Source: an optimization exercise on an open RTL-to-GDS flow (aim: small area). Production flows keep margins and buffers that such runs may drop.
Function was checked by simulation only, so behaviour that the tests miss may differ from the original.
Power figures rest on the tool's default switching activity, not on a simulated workload.

==> flow/design.v (outline; a module is shown in full before it is edited, if it fits) <==
// module reg_file_ao22: 3 lines
// module reg_file_aoi222: 3 lines
// module reg_file_aoi22: 3 lines
// module reg_file_nand2: 3 lines
// module reg_file_or11n: 3 lines
// module reg_file: 1213 lines
module reg_file #(
   parameter int                DATA_W  = 32,
   parameter int                ADDR_W  = 5,
   parameter int                BYPASS  = 1,
   parameter logic [DATA_W-1:0] SP_INIT = 32'h7FFF_EFFC,
   parameter logic [DATA_W-1:0] GP_INIT = 32'h1000_8000
) (
   input  logic              clk,
   input  logic              rst_n,
   input  logic [ADDR_W-1:0] rd_addr1,
   input  logic [ADDR_W-1:0] rd_addr2,
   output logic [DATA_W-1:0] rd_data1,
   output logic [DATA_W-1:0] rd_data2,
   input  logic              wr_en,
   input  logic [ADDR_W-1:0] wr_addr,
   input  logic [DATA_W-1:0] wr_data,
   input  logic [ADDR_W-1:0] dbg_addr,
   output logic [DATA_W-1:0] dbg_data
);
  // ...
==> flow/run.sh <==
#!/bin/bash
# synth_recipe.tcl (not shown) runs the flow's synth.tcl, then flattens the netlist and writes it again
# the make line also repeats each setting of config.mk as NAME=value (left out here)
make -C /OpenROAD-flow-scripts/flow DESIGN_CONFIG=/design/flow/config.mk WORK_HOME=/design/flow/orfs CLKGATE_MAP_FILE= SYNTH_SCRIPT=/design/flow/synth_recipe.tcl finish
==> flow/config.mk <==
export PLATFORM = sky130hd
export DESIGN_NAME = reg_file
export DESIGN_NICKNAME = reg_file
export VERILOG_FILES = /design/flow/design.v
export SDC_FILE = /design/flow/constraint.sdc
export NUM_CORES = 4
export LEC_CHECK = 0
export CAP_MARGIN = 20
export CELL_PAD_IN_SITES_DETAIL_PLACEMENT = 1
export CORE_MARGIN = 2
export CORE_UTILIZATION = 30
export PLACE_DENSITY = 0.4
export SLEW_MARGIN = 20
export SYNTH_HIERARCHICAL = 1
==> flow/constraint.sdc <==
create_clock -name core_clock -period 10.0 [get_ports {clk}]
set_input_delay 2.0000 -clock core_clock [delete_from_list [all_inputs] [get_ports {clk}]]
set_output_delay 2.0000 -clock core_clock [all_outputs]
set_load 0.01 [all_outputs]
==> impl_results.md, run 1 <==
* R2R Path End: valid[18]
* Largest family of logic cells by synthesized area: compound AO/OA/AOI/OAI gates
* Largest net degree at the start of global routing at 53
* Global Route Usage Sum at 36.4%
* Setup violators final at 0
* Buffers excl. clock at a little over 300
* WHS Endpoint: valid[22]
* Internal power at 8.65 mW
* RSZ-0062 raised after global routing: no
* Die area at 151000 um^2
* Max-area cell class: multi-input gates
* CTS Buf Count at 130
* Post-synthesis cell area at 44300 um^2
* Adder-cell share of the synthesized area at 0%
* Core ar. at 147000 um^2
* Die height at 388 um
* Post-Layout Cell Count at 6249
* CTS tree: done
* Dpl ws at 1.59 ns
* Most common cell after layout, fill and taps aside: a222oi_1
* GRT Max-Usage Layer: met2
* P_seq at 5.78 mW
* Multi-input logic area at 24000 um^2
* WL final at 290000 um
* Min-delay src: valid[22]
* Vias in the first global route at between 40000 and 50000
* Largest area contributor in the netlist: dfxtp_1
* Setup TNS at 0 ns
* CP Buf/Inv Count at 3
* Status: no timing/DRC/antenna violations
* Async S/R FF share, synth at 3.03%
* Clk sink count at 1023
* Hold path cells at 1
* Clock buffer depth at 3
* Final Hold Fails at 0
* Sequential portion of the cell area at 38.1%
* CP max stage delay at a little under 0.8 ns
* Avg Synthesized Cell Area at 11.7 um^2
* Post-synthesis compound-gate area fraction at 43.8%
* Post-CTS Setup Inserts at 0
* Max reg flops at a little under 1000
* Most common cell in the synthesized netlist: a222oi_1
* ANT cells at 7
* Simple-gate share of the synthesized area at 8.81%
* Post-route clock period utilization at 86.0%
==> inputs of run 2 (changes only) <==
==> flow/flow/run.sh (new file) <==
#!/bin/bash
set -e
cp standard.sh standard.sh.orig.txt
cat >> config.mk <<'EOC'
export CTS_ARGS = -sink_clustering_enable -repair_clock_nets -dont_use_dummy_load -sink_clustering_size 24 -sink_clustering_max_diameter 60 -buf_list sky130_fd_sc_hd__clkbuf_8
export BUFFER_PORTS_ARGS = -buffer_cell sky130_fd_sc_hd__buf_1
EOC
bash standard.sh > standard.log 2>&1
==> flow/standard.sh (new file) <==
#!/bin/bash
# synth_recipe.tcl (not shown) runs the flow's synth.tcl, then flattens the netlist and writes it again
# the make line also repeats each setting of config.mk as NAME=value (left out here)
make -C /OpenROAD-flow-scripts/flow DESIGN_CONFIG=/design/flow/config.mk WORK_HOME=/design/flow/orfs CLKGATE_MAP_FILE= SYNTH_SCRIPT=/design/flow/synth_recipe.tcl "${@:-finish}"
--- a/flow/config.mk
+++ b/flow/config.mk
@@ -12,3 +12,5 @@
 export PLACE_DENSITY = 0.4
 export SLEW_MARGIN = 20
 export SYNTH_HIERARCHICAL = 1
+export CTS_ARGS = -sink_clustering_enable -repair_clock_nets -dont_use_dummy_load -sink_clustering_size 24 -sink_clustering_max_diameter 60 -buf_list sky130_fd_sc_hd__clkbuf_8
+export BUFFER_PORTS_ARGS = -buffer_cell sky130_fd_sc_hd__buf_1
removed: flow/run.sh
==> run 2 against run 1 <==
Effect of this change: still clean; clock skew unchanged; sequential power about the same; die area unchanged; count of clock-buffer cells in the layout decreased by 82; sequential share of layout area increased by 2.6 points; power decreased by 19%; clock power decreased by 46%; sequential cell count unchanged; non-clock buffer count increased by 22.
==> impl_results.md, run 2 <==
* Status: no timing/DRC/antenna violations (unchanged)
* Synthesized flop and latch total at 1023 (unchanged)
* Psw at 3.31 mW (was 3.65 mW)
* Max VDD drop at 0.113 mV (was 0.176 mV)
* Drt wl/cell at 47.7 um (was 46.4 um)
* # resized after CTS at 0 (unchanged)
* Most common cell after layout, fill and taps aside: a222oi_1 (unchanged)
* Starting Density at 30.1% (unchanged)
* CP max FO at 21 (was 17)
* Htree depth at 3 (was 4)
* Crit path cell chain: buf_1 > and4bb_2 > nand3_1 > and4_2 > buf_4 > a222oi_1 > nand4_1 > or3_1 > buf_1 (was clkdlybuf4s50_1 > nor4b_4 > nand3_1 > and4_2 > buf_4 > a222oi_1 > nand4_1 > or3_1 > clkdlybuf4s50_1)
* Critical path required time at 8.00 ns (about the same)
* Die height at 388 um (unchanged)
* Dpl ws at 2.13 ns (was 1.59 ns)
* Setup TNS at 0 ns (unchanged)
* Clock buffer depth at 3 (unchanged)
* Synth top area share at 44.8% (unchanged)
* Dpl cells at 6036 (was 6014)
* Maximum clock rate at 124 MHz (was 116 MHz)
* Most common cell in the synthesized netlist: a222oi_1 (unchanged)
* Seq pwr share at 58.2% (was 47.0%)
* Largest area contributor in the netlist: dfxtp_1 (unchanged)
* Largest net degree at the start of global routing at 53 (unchanged)
* DRC at 0 (unchanged)
* Post-CTS Setup Inserts at 0 (unchanged)
* I/O pins at 151 (unchanged)
* Logic pwr share at 15.5% (was 13.3%)
* Sequential area share after synthesis at 46.5% (unchanged)
* Crit path capture type: primary output (unchanged)
* Area Overhead vs Synth at 14.5% (was 22.3%)
* Clk pwr share at 26.3% (was 39.7%)
* Clk sink count at 1023 (unchanged)
* Vias per inst at 8.05 (was 7.88)
* Pwr Density at 196 nW/um^2 (was 227 nW/um^2)
* Chip width at 388 um (unchanged)
* Post-Synth XOR/XNOR Area at 0.198% (unchanged)
* Leak at 19.1 nW (was 20.6 nW)
* Final min period at 8.06 ns (was 8.60 ns)
* Most frequent CP cell: buf_1 (was clkdlybuf4s50_1)
* Clk_skew at 0 ns (unchanged)
* DR vias at 49600 (was 49200)
* Max reg flops at 992 (unchanged)
* DR pass1 iterations at 13 (unchanged)
* Port Buf Inserts at 150 (unchanged)
* Global Route Usage Sum at 36.9% (was 36.4%)
* RSZ-0062 raised after global routing: no (unchanged)
* Detailed Route Iter0 Violations at 11300 (was 12000)
* Post-synthesis cell area at 44300 um^2 (unchanged)
* Slowest CP cell: buf_1 (was nor4b_4)
* WP data arrival at 6.06 ns (was 6.60 ns)
* CTS Buf Count at 117 (was 130)
* Post-synthesis compound-gate area fraction at 43.8% (unchanged)
* CP max stage delay at 0.68 ns (was 0.78 ns)
* Root Buffer: clkbuf_8 (was clkbuf_16)
* Commonest non-fill, non-tap cells in the layout: a222oi_1, a22o_1, dfxtp_1, nand4_1, buf_4 (unchanged)
* Final slew viol count at 0 (unchanged)
* Adder-cell share of the synthesized area at 0% (unchanged)
* Core ar. at 147000 um^2 (unchanged)
* Simple-gate share of the synthesized area at 8.81% (unchanged)
* Post-synth EDFFs at 0 (unchanged)
* Crit Path Class: input port to primary output (unchanged)
* Share of cells above drive strength 1 at 12.6% (was 13.0%)
* Internal power at 6.64 mW (was 8.65 mW)
* Cells after synthesis at 3802 (unchanged)
* Post-Layout Cell Count at 6166 (was 6249)
* Hold Path Class: flop to flop (unchanged)
* Synth Flop Type: dfxtp_1 (unchanged)
* Synth cell count leaders: a222oi_1, a22o_1, dfxtp_1 (unchanged)
* Worst Max-Slew Pin Slew at 1.32 ns (was 1.31 ns)
* WL final at 294000 um (was 290000 um)
* Async S/R FF share, synth at 3.03% (unchanged)
* Worst setup SP type: input port (unchanged)
* Clock latency (worst-skew pair) at 0.89 ns (was 0.76 ns)
* Layout net count at 4281 (was 4272)
* CTS tree: done (unchanged)
* Max Cap Violations at 0 (unchanged)
* Syn nets at 3857 (unchanged)
* Ys Warns at 7 (unchanged)
* Std cell rows at 141 (unchanged)
* Sw Ratio at 33.3% (was 29.7%)
* First-pass GRT wire length at 397000 um (was 390000 um)
* Hold-fix buffers, CTS at 0 (unchanged)
* Final ANT Viol Nets at 0 (unchanged)
* Final Hold Fails at 0 (unchanged)
* Top Registers: regs x992, valid x31 (unchanged)
* Setup violators final at 0 (unchanged)
* Largest Register: regs (unchanged)
* Final WS setup at 1.94 ns (was 1.40 ns)
* Gpl congestion at 1.07 (was 0.962)
* Mux cell area share after synthesis at 0.0226% (unchanged)
* Post-synth cell types at 48 (unchanged)
* Initial antenna violation count at 12 (was 15)
* Rel. slew slack at 11.7% (was 12.5%)
* Vias in the first global route at 46800 (was 46200)
* Post-route clock period utilization at 80.6% (was 86.0%)
* Fin util at 34.5% (was 36.8%)
* Largest family of logic cells by synthesized area: compound AO/OA/AOI/OAI gates (unchanged)
* Clock transition at the registers of the reported paths at 0.07 ns (was 0.06 ns)
* Detailed Place HPWL at 166000 um (was 168000 um)
* Synth area leaders: dfxtp_1, a222oi_1, a22o_1 (unchanged)
* Total gr overflow at 0 (unchanged)
* Die area at 151000 um^2 (unchanged)
* Avg Synthesized Cell Area at 11.7 um^2 (unchanged)
==> run 2: cell types whose count changed in the layout (fill, tap and decap cells not counted), sizes merged <==
cell / before / now
clkinvlp: 2 / 0
clkinv: 22 / 9
buf: 160 / 298
clkdlybuf4s50: 149 / 0
clkbuf: 199 / 150
bufinv: 8 / 0
inv: 27 / 22
diode: 7 / 12
==> run 2: path summary, 6_finish.rpt <==
check	endpoint	depth (start not counted)	from	slack [ns]
worst max-delay path	rd_data2[5]	9	wr_addr[0]	1.94
worst min-delay path	valid[30]	1	valid[30]	0.52
worst max register to register	valid[18]	1	valid[18]	9.16
worst min register to register	valid[30]	1	valid[30]	0.52
max in group asynchronous	valid[23]	2	rst_n	7.85
min in group asynchronous	valid[9]	1	rst_n	1.30
==> run 2: power groups by stage <==
stage	combinational (mW)	sequential, mW	clock, mW
2_1_floorplan	0.919	5.56	0
3_3_place_gp	1.46	5.80	0
3_5_place_dp	1.50	5.81	0
4_1_cts	1.50	5.73	2.66
5_1_grt	1.61	5.89	2.80
6_report	1.54	5.79	2.62
==> run 2: logic make-up after synthesis <==
group / Yosys count
AOI/OAI and AO/OA: 2067
DFF: 1023
and+or+nand+nor: 644
buffers and inverters: 57
xor gates and xnor gates: 10
muxes: 1
==> run 2: area by class of cell <==
cell class,count,area [um^2]
multi-input cells,2722,24000
well taps,1930,2410
diodes,12,30.0
repair buffers,331,1980
inverters,31,128
flip-flops and latches,1023,20600
clock buffers,117,1610
fillers,16000,96500
==> run 2: per-layer routing <==
metal,share of wire [%],global-route usage [%]
met5,0.019,0
met4,6.2,19.5
met3,13,9.58
met2,40,52.0
met1,41,51.2
==> run 2: worst max-delay path, delay by kind of cell <==
family	cells	cell delay, ns
AOI/OAI and AO/OA	1	0.55
buffers and inverters	3	1.19
and+or+nand+nor	5	2.26
==> run 2: modules after synthesis, one instance, submodules excluded <==
module / copies in the design / area (um^2) / flip-flops and latches
reg_file: 1 / 22700 / 1023
reg_file_ao22: 992 / 8.76 / 0
reg_file_aoi22: 36 / 12.5 / 0
reg_file_aoi222: 1016 / 10.0 / 0
reg_file_nand2: 4 / 3.75 / 0
reg_file_or11n: 96 / 23.8 / 0
==> run 2: metrics by stage <==
step	area [um^2]	power [mW]	hold WS (ns)
floorplan	44300	6.48	0.442
global placement	49100	7.26	0.478
detailed placement	49100	7.31	0.492
CTS	50700	9.89	0.509
global route	50700	10.3	0.519
finish	50800	9.95	0.519

what the ideal ports hide:
In the flow no input, the clock included, has a driving cell. The finished layouts below were timed again as built, in two steps. Step 1 (the two cells are an assumption about what drives the block):
set clk [get_ports {clk}]
set_driving_cell -lib_cell sky130_fd_sc_hd__clkbuf_16 $clk
set_driving_cell -lib_cell sky130_fd_sc_hd__buf_2 [delete_from_list [all_inputs] $clk]
Step 2 also shifts input and output timing later by t, the mid clock arrival at the registers, as if the neighbouring blocks saw the same clock. Three values: ideal ports, drivers, drivers and shift; two values: the first two.
run	t (ns)	setup slack, ns	pins driven straight from the clock port
run 1	0.841	1.396 / 1.274 / 1.274	1
run 2	0.935	1.940 / 1.822 / 1.822	1
After both steps every run listed still meets setup and hold. For run 1, which loses most, drivers alone change the setup slack by -0.122 ns; drivers and shift together by -0.122 ns.
